This design comes from an exercise in tuning for a short achievable clock period and few clock cycles per item on the open sky130 flow, not from production work.
In this exercise RTL edits were held to simulation tests only and were not proved equivalent to the original.
No activity file was given, so power comes from the tool's default toggle rates.

// pipeline_cpu
module pipeline_cpu (
    input  logic clk,
    input  logic rst,
    output cpu_pkg::word_t imem_addr,
    input  cpu_pkg::word_t imem_data,
    output logic retire_valid,
    output cpu_pkg::word_t retire_pc,
    output cpu_pkg::reg_addr_t retire_rd,
    output cpu_pkg::word_t retire_data,
    output logic retire_illegal
);
    logic [11:0] f_idx;      
    logic        f_known;    
    logic [31:0] f_pc;
    assign imem_addr = {18'b0, f_idx, 2'b00};
    logic        f_jal, f_br, f_same, f_br_pred, f_pred, f_seq;
    logic [2:0]  f_f3;
    logic [11:0] f_jimm, f_bimm, f_tj, f_tb, f_t1, f_next;
    assign f_jal  = imem_data[6:0] == cpu_pkg::op_jal;
    assign f_br   = imem_data[6:0] == cpu_pkg::op_branch;
    assign f_f3   = imem_data[14:12];
    assign f_same = imem_data[19:15] == imem_data[24:20];
    assign f_br_pred = f_br && ((f_f3 == 3'b000 && (imem_data[31] || f_same))
                             || (f_f3 == 3'b001 && !f_same));
    assign f_pred = f_jal || f_br_pred;
    assign f_seq  = !f_pred;
    assign f_jimm = {imem_data[13:12], imem_data[20], imem_data[30:22]};
    assign f_bimm = {imem_data[31], imem_data[31], imem_data[7], imem_data[30:25], imem_data[11:9]};
    assign f_tj = f_idx + f_jimm;
    assign f_tb = f_idx + f_bimm;
    assign f_t1 = f_idx + 12'd1;
    assign f_next = ({12{f_jal}} & f_tj) | ({12{f_br_pred}} & f_tb) | ({12{f_seq}} & f_t1);
    logic        d_valid;
    logic [31:0] d_instr;
    logic [31:0] d_pc;
    logic        d_pred;
    logic [6:0]  d_op;
    logic [4:0]  d_rd, d_rs1, d_rs2;
    logic [2:0]  d_f3;
    logic [31:0] d_imm_i, d_imm_u, d_imm_b, d_imm_j;
    logic        d_is_imm, d_is_reg, d_is_lui, d_is_auipc, d_is_jal, d_is_br, d_legal;
    logic        d_writes;
    logic [31:0] d_pc4, d_pcb, d_pcj, d_pcu, d_next_pc, d_alt_pc;
    assign d_op  = d_instr[6:0];
    assign d_rd  = d_instr[11:7];
    assign d_f3  = d_instr[14:12];
    assign d_rs1 = d_instr[19:15];
    assign d_rs2 = d_instr[24:20];
    assign d_imm_i = {{20{d_instr[31]}}, d_instr[31:20]};
    assign d_imm_u = {d_instr[31:12], 12'b0};
    assign d_imm_b = {{19{d_instr[31]}}, d_instr[31], d_instr[7], d_instr[30:25], d_instr[11:8], 1'b0};
  ...
Settings: LEC_CHECK=0, CAP_MARGIN=60, CORE_MARGIN=2, CORE_UTILIZATION=40, SETUP_SLACK_MARGIN=5, SLEW_MARGIN=70; clock period 8.5 ns.
standard.sh (not shown) runs the stock make flow with config.mk's settings and CLKGATE_MAP_FILE= SYNTH_SCRIPT=/design/flow/synth_recipe.tcl, a recipe that flattens the netlist after the stock synthesis.
==> flow/flow/run.sh <==
#!/bin/bash
set -euo pipefail
MARGIN=6.0
sed "s|\"\${@:-finish}\"|SETUP_SLACK_MARGIN=${MARGIN} \"\${@:-finish}\"|" standard.sh > standard_margin.sh
grep -q "SETUP_SLACK_MARGIN=${MARGIN}" standard_margin.sh
bash standard_margin.sh > flow_make.log 2>&1
The starting point finished clean.
Testbench counts at the start, summed over its fixed seeds: cycles 83,084, instrs 80,000.
Then changed:
--- a/flow/config.mk
+++ b/flow/config.mk
@@ -6,7 +6,7 @@
 export NUM_CORES = 4
 export LEC_CHECK = 0
-export CAP_MARGIN = 60
+export CAP_MARGIN = 40
 export CORE_MARGIN = 2
 export CORE_UTILIZATION = 40
 export SETUP_SLACK_MARGIN = 5
-export SLEW_MARGIN = 70
+export SLEW_MARGIN = 40
Outcome: The changed run ran to the end with no violations; setup slack got worse by 0.042 ns; clock power goes down by about 2%; area after synthesis stays the same; routed wire length goes down by 1.7%; die area is unchanged; worst hold slack barely changes; count of clock-buffer cells in the layout goes up by 17; clock skew goes down by 0.0056 ns; sequential share of layout area goes up by 1.7 points; total power goes down by 1.9%; final cell count goes down by 2.1%.
Then changed:
==> flow/flow/run.sh (replaced) <==
#!/bin/bash
set -euo pipefail
MARGIN=5.5
sed "s|\"\${@:-finish}\"|SETUP_SLACK_MARGIN=${MARGIN} \"\${@:-finish}\"|" standard.sh > standard_margin.sh
grep -q "SETUP_SLACK_MARGIN=${MARGIN}" standard_margin.sh
bash standard_margin.sh > flow_make.log 2>&1
The changed run finished clean.
Total power goes down by a few percent.
Setup slack loses 0.0048 ns.
Sequential cell count is unchanged.
Synthesized area is unchanged.
Worst hold slack stays flat.
Combinational power goes down by a few percent.
Die area is unchanged.
Then changed:
==> flow/run.sh (new file) <==
#!/bin/bash
# synth_recipe.tcl (not shown) runs the flow's synth.tcl, then flattens the netlist and writes it again
# the make line also repeats each setting of config.mk as NAME=value (left out here)
make -C /OpenROAD-flow-scripts/flow DESIGN_CONFIG=/design/flow/config.mk WORK_HOME=/design/flow/orfs CLKGATE_MAP_FILE= SYNTH_SCRIPT=/design/flow/synth_recipe.tcl finish
--- a/flow/config.mk
+++ b/flow/config.mk
@@ -6,7 +6,7 @@
 export NUM_CORES = 4
 export LEC_CHECK = 0
-export CAP_MARGIN = 40
+export CAP_MARGIN = 60
 export CORE_MARGIN = 2
 export CORE_UTILIZATION = 40
 export SETUP_SLACK_MARGIN = 5
-export SLEW_MARGIN = 40
+export SLEW_MARGIN = 70
removed: flow/flow/run.sh
removed: flow/standard.sh
Result: The changed run finished with timing, DRC and antenna clean; via count goes down by 1.8%; setup slack loses 0.10 ns; area after synthesis is unchanged; flip-flop and latch count does not change; hold slack stays flat; routed wire length goes down by 3.3%; total power goes down by 2.6%; die area stays the same; count of clock-buffer cells in the layout goes up by 2; cell area falls by 1.5%.

==> re-timing with driven ports <==
How much do the figures lean on ideal ports? The routed layouts below were timed once more, with nothing changed but the port constraints. Step 1 (the two cells are an assumption about what drives the block):
set clk [get_ports {clk}]
set_driving_cell -lib_cell sky130_fd_sc_hd__clkbuf_16 $clk
set_driving_cell -lib_cell sky130_fd_sc_hd__buf_2 [delete_from_list [all_inputs] $clk]
Step 2 also shifts input and output timing later by t, the mid clock arrival at the registers, as if the neighbouring blocks saw the same clock. Slacks: ideal ports / drivers / drivers and shift; pairs: ideal ports / drivers.
run	t (ns)	setup slack, ns	worst setup path after step 2	worst slew at a driven data input, ns
the first run	0.915	5.128 / 5.128 / 4.406	input to register	0.08
the second run	0.925	5.085 / 5.085 / 4.389	input to register	0.06
the third run	0.908	5.081 / 5.081 / 4.301	input to register	0.26
the fourth run	0.931	4.979 / 4.912 / 4.239	input to register	0.06
After both steps every run listed still meets setup and hold. For the third run, which loses most, drivers alone change the setup slack by 0.000 ns; drivers and shift together by -0.780 ns.
